Background: an optimization exercise with open tools, aiming at small area, a short achievable clock period and few clock cycles per item. Do not read the settings as production practice.
The RTL was checked by simulation tests, not by an equivalence proof against the original design.
Power figures rest on the tool's default switching activity, not on a simulated workload.

`design/flow/design.v`:
```
`timescale 1ns / 1ps
package pwad_pkg;
    localparam int OPCODE_W  = 2;
    localparam int PULSE_W   = 16;
    localparam int OUTCOME_W = 4;
    localparam int BIN_W     = 5;
    localparam int DIV_W     = 16;
    localparam int CFG_IDX_W = 3;
    localparam int CFG_DAT_W = 16;
    localparam int CNT_W     = 16;
    localparam int ITER_W    = 8;
    localparam logic [CNT_W-1:0] CNT_MAX = 16'hFFFF;
    localparam logic [OPCODE_W-1:0] OP_PULSE = 2'd0;
    localparam logic [OPCODE_W-1:0] OP_START = 2'd1;
    localparam logic [OPCODE_W-1:0] OP_ABORT = 2'd2;
    localparam logic [OUTCOME_W-1:0] OC_IGNORED   = 4'd0;
    localparam logic [OUTCOME_W-1:0] OC_REJECTED  = 4'd1;
    localparam logic [OUTCOME_W-1:0] OC_SHORTEST  = 4'd2;
    localparam logic [OUTCOME_W-1:0] OC_MATCHED   = 4'd3;
    localparam logic [OUTCOME_W-1:0] OC_UNMATCHED = 4'd4;
    localparam logic [OUTCOME_W-1:0] OC_STARTED   = 4'd5;
    localparam logic [OUTCOME_W-1:0] OC_ABORTED   = 4'd6;
    localparam logic [OUTCOME_W-1:0] OC_SUCCESS   = 4'd7;
    localparam logic [OUTCOME_W-1:0] OC_FAIL      = 4'd8;
    localparam logic [CFG_IDX_W-1:0] CFG_MIN_WIDTH   = 3'd0;
    localparam logic [CFG_IDX_W-1:0] CFG_MAX_WIDTH   = 3'd1;
    localparam logic [CFG_IDX_W-1:0] CFG_COUNT_LIM   = 3'd2;
    localparam logic [CFG_IDX_W-1:0] CFG_UNMATCH_LIM = 3'd3;
    localparam logic [CFG_IDX_W-1:0] CFG_ITER_LIM    = 3'd4;
    localparam logic [PULSE_W-1:0] RST_MIN_WIDTH   = 16'd53;
    localparam logic [PULSE_W-1:0] RST_MAX_WIDTH   = 16'd40000;
    localparam logic [CNT_W-1:0]   RST_COUNT_LIM   = 16'd512;
    localparam logic [CNT_W-1:0]   RST_UNMATCH_LIM = 16'd112;
    localparam logic [ITER_W-1:0]  RST_ITER_LIM    = 8'd16;
endpackage
`timescale 1ns / 1ps
import pwad_pkg::*;
module pwad_datapath
(
    input  logic [15:0] w,
    input  logic [15:0] lo,      
    input  logic [16:0] hi,      
    input  logic [16:0] lo3,     
    input  logic [16:0] hi3,     
    input  logic [16:0] hi5,     
    output logic        matched,
    output logic [4:0]  bin
);
    logic [21:0] wx;
    logic        c1, c2, c3, c4, c5;
    logic [15:0] base_h, base_l;
    logic [15:0] rh, rl;
    logic        e1, e2, e3;
    logic        d1, d2, d3, d4;
    logic [2:0]  g;
    logic [1:0]  f1;
    assign wx = {6'd0, w};
    assign c1 = wx > {3'd0, hi, 2'd0};
    assign c2 = wx > {2'd0, hi, 3'd0};
    assign c3 = wx > {3'd0, hi3, 2'd0};
    assign c4 = wx > {1'd0, hi, 4'd0};
    assign c5 = wx > {3'd0, hi5, 2'd0};
    always_comb
    begin
        base_h = '0;
        base_l = '0;
        if (c4)
        begin
            base_h = {hi[11:0], 4'd0};
            base_l = {lo[11:0], 4'd0};
        end
        else if (c3)
        begin
            base_h = {hi3[13:0], 2'd0};
            base_l = {lo3[13:0], 2'd0};
        end
        else if (c2)
        begin
            base_h = {hi[12:0], 3'd0};
            base_l = {lo[12:0], 3'd0};
        end
        else if (c1)
        begin
            base_h = {hi[13:0], 2'd0};
            base_l = {lo[13:0], 2'd0};
        end
    end
    assign rh = w - base_h;
    assign rl = w - base_l;
    assign e1 = {1'b0, rh} > hi;
    assign e2 = {2'b0, rh} > {hi, 1'b0};
    assign e3 = {1'b0, rh} > hi3;
    assign d1 = rl >= lo;
    assign d2 = {2'b0, rl} >= {1'b0, lo, 1'b0};
    assign d3 = {1'b0, rl} >= lo3;
    assign d4 = {2'b0, rl} >= {lo, 2'b0};
    assign g  = {2'b0, c1} + {2'b0, c2} + {2'b0, c3} + {2'b0, c4};
    assign f1 = {1'b0, e1} + {1'b0, e2} + {1'b0, e3};
    assign matched = !c5 && (e3 ? d4 : e2 ? d3 : e1 ? d2 : d1);
    assign bin     = {g, f1};
endmodule
`timescale 1ns / 1ps
import pwad_pkg::*;
module pulse_width_autobaud_detector
#(
    parameter int NUM_BINS   = 20,
    parameter int WIDTH_BITS = 16
)
(
    input  logic                 clk,
    input  logic                 rst_n,
    input  logic                 pulse_valid,
    output logic                 pulse_ready,
    input  logic [OPCODE_W-1:0]  pulse_opcode,
    input  logic [PULSE_W-1:0]   pulse_width,
    output logic                 result_valid,
    input  logic                 result_ready,
    output logic [OUTCOME_W-1:0] result_outcome,
    output logic [BIN_W-1:0]     result_bin_index,
    output logic [DIV_W-1:0]     result_divisor,
    output logic                 result_engaged,
    input  logic                 cfg_we,
    input  logic [CFG_IDX_W-1:0] cfg_index,
    input  logic [CFG_DAT_W-1:0] cfg_data
);
    logic [PULSE_W-1:0]  min_reg, max_reg;
    logic [CNT_W-1:0]    count_lim_reg, unmatch_lim_reg;
    logic [ITER_W-1:0]   iter_lim_reg;
    logic                active_reg;
    logic [15:0]         short_reg;
    logic [CNT_W-1:0]    total_reg, unm_reg;
    logic [ITER_W-1:0]   att_reg;
    logic [15:0]         lo_d;
    logic [16:0]         hi_d, lo3_d, hi3_d, hi5_d;
    logic                b_valid, b_bin, b_retry, b_eng;
    logic [OUTCOME_W-1:0] b_oc;
    logic [15:0]         b_w;
    logic                out_valid;
    logic [OUTCOME_W-1:0] out_outcome;
    logic [BIN_W-1:0]    out_bin_index;
    logic [DIV_W-1:0]    out_divisor;
    logic                out_engaged;
    always_ff @(posedge clk or negedge rst_n)
    begin
        if (!rst_n)
        begin
            min_reg         <= RST_MIN_WIDTH;
            max_reg         <= RST_MAX_WIDTH;
            count_lim_reg   <= RST_COUNT_LIM;
            unmatch_lim_reg <= RST_UNMATCH_LIM;
            iter_lim_reg    <= RST_ITER_LIM;
        end
        else if (cfg_we)
        begin
            case (cfg_index)
                CFG_MIN_WIDTH:   min_reg         <= cfg_data;
                CFG_MAX_WIDTH:   max_reg         <= cfg_data;
                CFG_COUNT_LIM:   count_lim_reg   <= cfg_data;
                CFG_UNMATCH_LIM: unmatch_lim_reg <= cfg_data;
                CFG_ITER_LIM:    iter_lim_reg    <= cfg_data[ITER_W-1:0];
                default: ;
            endcase
        end
    end
    logic out_free, b_adv, b_free, decide, stall, accept;
    assign out_free    = !out_valid || result_ready;
    assign b_adv       = b_valid && out_free;
    assign b_free      = !b_valid || out_free;
    assign decide      = total_reg > count_lim_reg;
    assign stall       = b_valid && b_bin && decide;
    assign pulse_ready = b_free && !stall;
    assign accept      = pulse_valid && pulse_ready;
    logic [15:0] w;
    logic [15:0] lo_a;
    logic [18:0] s7;
    logic        is_start, is_abort, is_pulse;
    logic        unm_ok, att_le1;
    logic        a_succ, a_fail, a_retry, a_go, out_range, below;
    logic        a_rej, a_short, a_bin;
    logic [OUTCOME_W-1:0] a_oc;
    logic        a_eng;
    logic [CNT_W-1:0] total_base;
    assign w    = pulse_width;
    assign s7   = {short_reg, 3'd0} - {3'd0, short_reg};
    assign lo_a = (short_reg == 16'hFFFF) ? 16'hFFFF : s7[18:3];
    assign is_start  = (pulse_opcode == OP_START);
    assign is_abort  = (pulse_opcode == OP_ABORT);
    assign is_pulse  = (pulse_opcode == OP_PULSE) && active_reg;
    assign unm_ok    = (unm_reg <= unmatch_lim_reg);
    assign att_le1   = (att_reg <= 8'd1);
    assign a_succ    = is_pulse && decide && unm_ok;
    assign a_fail    = is_pulse && decide && !unm_ok && att_le1;
    assign a_retry   = is_pulse && decide && !unm_ok && !att_le1;
    assign a_go      = is_pulse && !(decide && (unm_ok || att_le1));
    assign out_range = (w < min_reg) || (w > max_reg);
    assign below     = a_retry ? (w != 16'hFFFF) : (w < lo_a);
    assign a_rej     = a_go && out_range;
    assign a_short   = a_go && !out_range && below;
    assign a_bin     = a_go && !out_range && !below;
    always_comb
    begin
        a_oc  = OC_IGNORED;
        a_eng = active_reg;
        if (is_start)
        begin
            a_oc  = OC_STARTED;
            a_eng = 1'b1;
        end
        else if (is_abort)
        begin
            a_oc  = OC_ABORTED;
            a_eng = 1'b0;
        end
        else if (a_succ)
        begin
            a_oc  = OC_SUCCESS;
            a_eng = 1'b0;
        end
        else if (a_fail)
        begin
            a_oc  = OC_FAIL;
            a_eng = 1'b0;
        end
        else if (a_rej)
            a_oc = OC_REJECTED;
        else if (a_short)
            a_oc = OC_SHORTEST;
        else if (a_bin)
            a_oc = OC_MATCHED;
    end
    assign total_base = a_retry ? '0 : total_reg;
    logic        bm_matched;
    logic [4:0]  bm_bin;
    logic        b_match;
    logic [4:0]  b_binidx;
    logic        b_unm_inc;
    pwad_datapath u_bins (
        .w       (b_w),
        .lo      (lo_d),
        .hi      (hi_d),
        .lo3     (lo3_d),
        .hi3     (hi3_d),
        .hi5     (hi5_d),
        .matched (bm_matched),
        .bin     (bm_bin)
    );
    assign b_match   = b_retry ? (b_w == 16'hFFFF) : bm_matched;
    assign b_binidx  = b_retry ? 5'd0 : bm_bin;
    assign b_unm_inc = b_adv && b_bin && !b_match;
    always_ff @(posedge clk or negedge rst_n)
    begin
        if (!rst_n)
        begin
            active_reg <= 1'b0;
            short_reg  <= 16'hFFFF;
            total_reg  <= '0;
            unm_reg    <= '0;
            att_reg    <= '0;
        end
        else
        begin
            if (accept)
            begin
                active_reg <= a_eng;
                if (a_short)
                    short_reg <= w;
                else if (is_start || a_retry)
                    short_reg <= 16'hFFFF;
                if (is_start || a_short)
                    total_reg <= '0;
                else if (a_bin)
                    total_reg <= (total_base == CNT_MAX) ? CNT_MAX : total_base + 1'b1;
                else if (a_rej)
                    total_reg <= total_base;
                if (is_start)
                    att_reg <= iter_lim_reg;
                else if (a_retry)
                    att_reg <= att_reg - 1'b1;
                else if (a_fail)
                    att_reg <= '0;
            end
            if (accept && (is_start || a_retry || a_short))
                unm_reg <= '0;
            else if (b_unm_inc && unm_reg != CNT_MAX)
                unm_reg <= unm_reg + 1'b1;
        end
    end
    logic [15:0] lo_n;
    logic [16:0] hi_n;
    logic [18:0] lo3_n, hi3_n, hi5_n;
    always_comb
    begin
        if (short_reg == 16'hFFFF)
        begin
            lo_n = 16'hFFFF;
            hi_n = 17'h0FFFF;
        end
        else
        begin
            lo_n = s7[18:3];
            hi_n = {1'b0, short_reg} + {5'd0, short_reg[15:4]};
        end
        lo3_n = {2'b0, lo_n, 1'b0} + {3'b0, lo_n};
        hi3_n = {1'b0, hi_n, 1'b0} + {2'b0, hi_n};
        hi5_n = {hi_n, 2'b0} + {2'b0, hi_n};
    end
    always_ff @(posedge clk)
    begin
        lo_d  <= lo_n;
        hi_d  <= hi_n;
        lo3_d <= (lo3_n[18:16] != 3'd0) ? 17'h10000 : lo3_n[16:0];
        hi3_d <= (hi3_n[18:16] != 3'd0) ? 17'h10000 : hi3_n[16:0];
        hi5_d <= (hi5_n[18:16] != 3'd0) ? 17'h10000 : hi5_n[16:0];
    end
    always_ff @(posedge clk or negedge rst_n)
    begin
        if (!rst_n)
        begin
            b_valid   <= 1'b0;
            out_valid <= 1'b0;
        end
        else
        begin
            if (accept)
                b_valid <= 1'b1;
            else if (out_free)
                b_valid <= 1'b0;
            if (b_adv)
                out_valid <= 1'b1;
            else if (result_ready)
                out_valid <= 1'b0;
        end
    end
    always_ff @(posedge clk)
    begin
        if (accept)
        begin
            b_oc    <= a_oc;
            b_bin   <= a_bin;
            b_retry <= a_retry;
            b_eng   <= a_eng;
            b_w     <= w;
        end
        if (b_adv)
        begin
            out_outcome   <= b_bin ? (b_match ? OC_MATCHED : OC_UNMATCHED) : b_oc;
            out_bin_index <= (b_bin && b_match) ? b_binidx : 5'd0;
            out_divisor   <= (b_oc == OC_SUCCESS) ? short_reg : 16'd0;
            out_engaged   <= b_eng;
        end
    end
    assign result_valid     = out_valid;
    assign result_outcome   = out_outcome;
    assign result_bin_index = out_bin_index;
    assign result_divisor   = out_divisor;
    assign result_engaged   = out_engaged;
endmodule
```
`design/flow/run.sh`:
```
#!/bin/bash
# synth_recipe.tcl (not shown) runs the flow's synth.tcl, then flattens the netlist and writes it again
# the make line also repeats each setting of config.mk as NAME=value (left out here)
make -C /OpenROAD-flow-scripts/flow DESIGN_CONFIG=/design/flow/config.mk WORK_HOME=/design/flow/orfs CLKGATE_MAP_FILE= SYNTH_SCRIPT=/design/flow/synth_recipe.tcl finish
```
`design/flow/config.mk`:
```
export PLATFORM = sky130hd
export DESIGN_NAME = pulse_width_autobaud_detector
export DESIGN_NICKNAME = pulse_width_autobaud_detector
export VERILOG_FILES = /design/flow/design.v
export SDC_FILE = /design/flow/constraint.sdc
export NUM_CORES = 4
export LEC_CHECK = 0
export CAP_MARGIN = 20
export CORE_MARGIN = 2
export CORE_UTILIZATION = 40
export SLEW_MARGIN = 20
```
`design/flow/constraint.sdc`:
```
create_clock -name core_clock -period 5.5 [get_ports {clk}]
set_input_delay 1.1000 -clock core_clock [delete_from_list [all_inputs] [get_ports {clk}]]
set_output_delay 1.1000 -clock core_clock [all_outputs]
set_load 0.01 [all_outputs]
```
==> run notes <==
-- worst paths after layout --
kind / start / to / depth (start not counted)
setup / recovery: b_w[14]$_DFFE_PP_ / unm_reg[12]$_DFFE_PN0P_ / 34
hold / removal: b_eng$_DFFE_PP_ / out_engaged$_DFFE_PP_ / 0
setup reg to reg: b_w[14]$_DFFE_PP_ / unm_reg[12]$_DFFE_PN0P_ / 34
hold reg to reg: b_eng$_DFFE_PP_ / out_engaged$_DFFE_PP_ / 0
max in group asynchronous: rst_n / active_reg$_DFFE_PN0P_ / 2
min in group asynchronous: rst_n / iter_lim_reg[2]$_DFFE_PN0P_ / 1
-- per-layer routing --
layer | vias up | GRT usage | wire length [um]
li1 | 9356 | - | -
met1 | 9242 | 0.350 | 32200
met2 | 584 | 0.376 | 29500
met3 | 135 | 0.0428 | 4220
met4 | 2 | 0.0700 | 1890
met5 | - | 0 | 18
-- area by class of cell --
class	instances	share of cell area
multi-input cells	1821	0.535
flip-flops and latches	264	0.242
repair buffers	364	0.114
clock buffers	46	0.0355
inverters	232	0.0326
well taps	688	0.0323
clock inverters	16	0.00797
-- synth_stat cells, types with 14 or more instances --
| library cell | count | share of area |
|---|---|---|
| ha_1 | 363 | 0.22 |
| inv_1 | 230 | 0.041 |
| a21oi_1 | 181 | 0.043 |
| nor2_1 | 171 | 0.030 |
| nand2_1 | 168 | 0.030 |
| o21ai_0 | 133 | 0.032 |
| dfrtp_1 | 101 | 0.12 |
| dfxtp_1 | 84 | 0.080 |
| nor3_1 | 66 | 0.016 |
| nand4_1 | 55 | 0.016 |
| a21o_1 | 51 | 0.018 |
| edfxtp_1 | 49 | 0.070 |
| xnor2_1 | 49 | 0.020 |
| clkbuf_1 | 46 | 0.0082 |
| nand3_1 | 44 | 0.010 |
| nor2b_1 | 37 | 0.011 |
| nor4_1 | 33 | 0.0098 |
| nand2b_1 | 32 | 0.0095 |
| a221oi_1 | 31 | 0.013 |
| xor2_1 | 31 | 0.013 |
| dfstp_2 | 30 | 0.037 |
| mux2_2 | 30 | 0.016 |
| a211oi_1 | 25 | 0.0089 |
| and3_1 | 23 | 0.0068 |
| o21a_1 | 18 | 0.0064 |
| mux2i_1 | 17 | 0.0081 |
| o31ai_1 | 15 | 0.0053 |
| or3_1 | 15 | 0.0044 |
| and2_1 | 14 | 0.0041 |
| or2_2 | 14 | 0.0041 |
-- power by group through the flow --
stage	logic, mW	clock network, mW	registers, mW
detailed placement	10.7	0	2.72
global placement	10.4	0	2.71
global route	13.1	2.46	2.73
floorplan	7.30	0	2.63
finish	11.8	2.35	2.69
CTS	11.2	2.38	2.68
-- worst max-delay path: cells and delay by family (launching register included) --
kind / cells / cell delay, ns
compound gates: 16 / 3.09
xor+xnor: 1 / 0.22
fa+ha+maj: 3 / 0.81
buf+inv: 6 / 0.93
flops: 1 / 0.49
mux: 2 / 0.30
simple gates: 6 / 1.13
-- cell usage in the layout, fill, tap and decap left out, types with 9 or more instances in the layout --
cell,instances
o21a_1,18
clkbuf_1,9
dfstp_2,30
buf_4,274
a221oi_1,25
nor2_1,169
nand4_1,55
inv_1,228
mux2_2,28
o21bai_1,12
ha_1,353
a31oi_1,11
nand3_1,43
and3_1,17
a21o_1,51
nor3_1,57
o211ai_1,12
nand2_1,165
edfxtp_1,49
dfrtp_1,101
o21ai_0,124
or3_1,15
buf_6,15
a21oi_2,17
a21oi_1,173
xnor2_1,44
o31ai_1,10
nor2b_1,34
nand2b_1,32
xor2_1,30
clkdlybuf4s50_1,68
a211oi_1,22
dfxtp_1,83
nor4_1,28
mux2i_1,15
o21ai_1,12
and4_1,10
and2_1,10
clkbuf_16,37
-- repair_timing --
| item | in CTS | in global routing |
|---|---|---|
| cloned | 1 | 1 |
| gates resized for setup | 58 | 88 |
| pin swaps | 34 | 52 |
| setup buffers | 29 | 20 |
| setup endpoints to repair | 49 | 57 |
-- cell families (layout without fill, tap and decap cells) --
logic type / Yosys count / in the layout / share of synthesized area
compound gates: 605 / 605 / 0.187
xor+xnor: 81 / 81 / 0.0342
fa+ha+maj: 371 / 371 / 0.223
buf+inv: 289 / 658 / 0.0533
flops: 264 / 264 / 0.306
mux: 48 / 48 / 0.0251
simple gates: 716 / 716 / 0.171
==> impl_metrics.ini <==
[timing]
fmax_ghz = 0.142
setup_ws_ns = -1.55
max_slew_margin = 0.326
rsz0062_at_grt = true
finalCritPeriodShare = 1.28
tns_ns = -35.15
fin_hold_ws_ns = 0.438
worstMarginPinSlew_ns = 1.01
finalWorstPathRequiredPeriod_ns = 7.05
setup_viol = 24
skew_ns = 0.0244
hold_viol = 0
final-max-slew-violation-count = 0

[yosys]
seq_area_frac_synth = 0.306
syn_area_mm2 = 0.0211
synth_cell_types = 92
synthArstFlopShare = 0.496
ys_warn_count = 2
syn_nets = 2787
syn_area_per_cell_um2 = 8.90
synth_cells = 2374
synth_edf_count = 49
synth-main-ff-cell = dfrtp_1
ys_ff_latch = 264

[clock_tree]
h-tree-depth = 2
insertion_delay_ns = 0.56
cts_tree = done
root_buffer = clkbuf_16
clkTransAtPathRegs_ns = 0.06
clock_path_buffers = 3
ctsHoldBuffers = 0
cts.sinks = 264
numCtsBuffers = 34

[worst_setup_path]
r2r_slack_ns = -1.55
max_stage_delay_ns = 0.49
critPathKind = reg -> reg
worst_ep_arrival_time_ns = 7.52
critical_path.slowest_cell = edfxtp_1
endpoint_kind = flip-flop
crit_required_ns = 5.97
start_kind = flip-flop
cp_max_fo = 8
critPathMostFrequentCell = buf_4

[route]
vias_per_cell = 5.63
first_iter_violations = 1395
vias = 19300
firstDrtPassIters = 5
drt_wl_total_um = 67800
drtAntennaViolNets = 0
remaining_drc_errors = 0
routedWlPerCell_um = 19.8

[pwr]
p_int_mw = 9.14
swShare = 0.458
finalPower_mw = 16.9
pwr-share-comb = 0.701
power_frac_seq = 0.160
power_leakage_nw = 12.3
power_density_mw_per_mm2 = 633
peakVddDrop_mv = 0.495
p_clk_frac = 0.139
p_switching_mw = 7.74

[finish]
drive_gt1_frac = 0.204
instances_no_fill = 3431
areaGrowthSynthToFinish_pct = 26.3
n_antenna_cell = 0
multiInputGateArea_mm2 = 0.0143
fin_util = 0.510
layout.nets = 3130
seqCellArea_mm2 = 0.00647
nFillCells = 4897
fin_area_mm2 = 0.0267

[floorplan]
chipWidth_um = 234
start_util = 0.404
core_mm2 = 0.0523
fp.dieH_um = 234
rows = 84
dieArea_mm2 = 0.0547
ios = 70

[grt]
grt_overflow = 0
grt_first_pass_wirelength_um = 104000
grt_max_degree = 50
grtUsageTotal = 0.244
grt_pass1_vias = 18500
antenna_found_initial = 1

[placed_design]
placed_area_mm2 = 0.0244
dp.cells = 3321
io_buffers = 69
routabilityCongestion = 0.940
place_ws_ns = -1.71
dp_hpwl_um = 52800

[worst_hold_path]
min_path_type = reg -> reg

[status]
status = finished with violations
failed_checks = setup timing

[flow_run]
maxCapViolCount = 0
Testbench counts, summed over its fixed seeds: cycles 12,867, items 12,800.

[static timing again, ports no longer ideal]
The flow's constraints put no driver on any port. The routed layout listed below was extracted and timed again, unchanged, in two steps. Step 1 assumes that a clkbuf_16 drives the clock port and a buf_2 every other input. Step 2 also shifts input and output timing later by t, the mid clock arrival at the registers, as if the neighbouring blocks saw the same clock. a / b / c = ideal / step 1 / step 2; a / b = the first two.
t, ns: 0.603
setup WS [ns]: -1.546 / -1.546 / -1.546
worst hold slack (ns): 0.438 / 0.438 / 0.438
worst slew at a driven data input, ns: 0.06
The setup slack of this run moves by 0.000 ns with the drivers and by 0.000 ns with both steps.
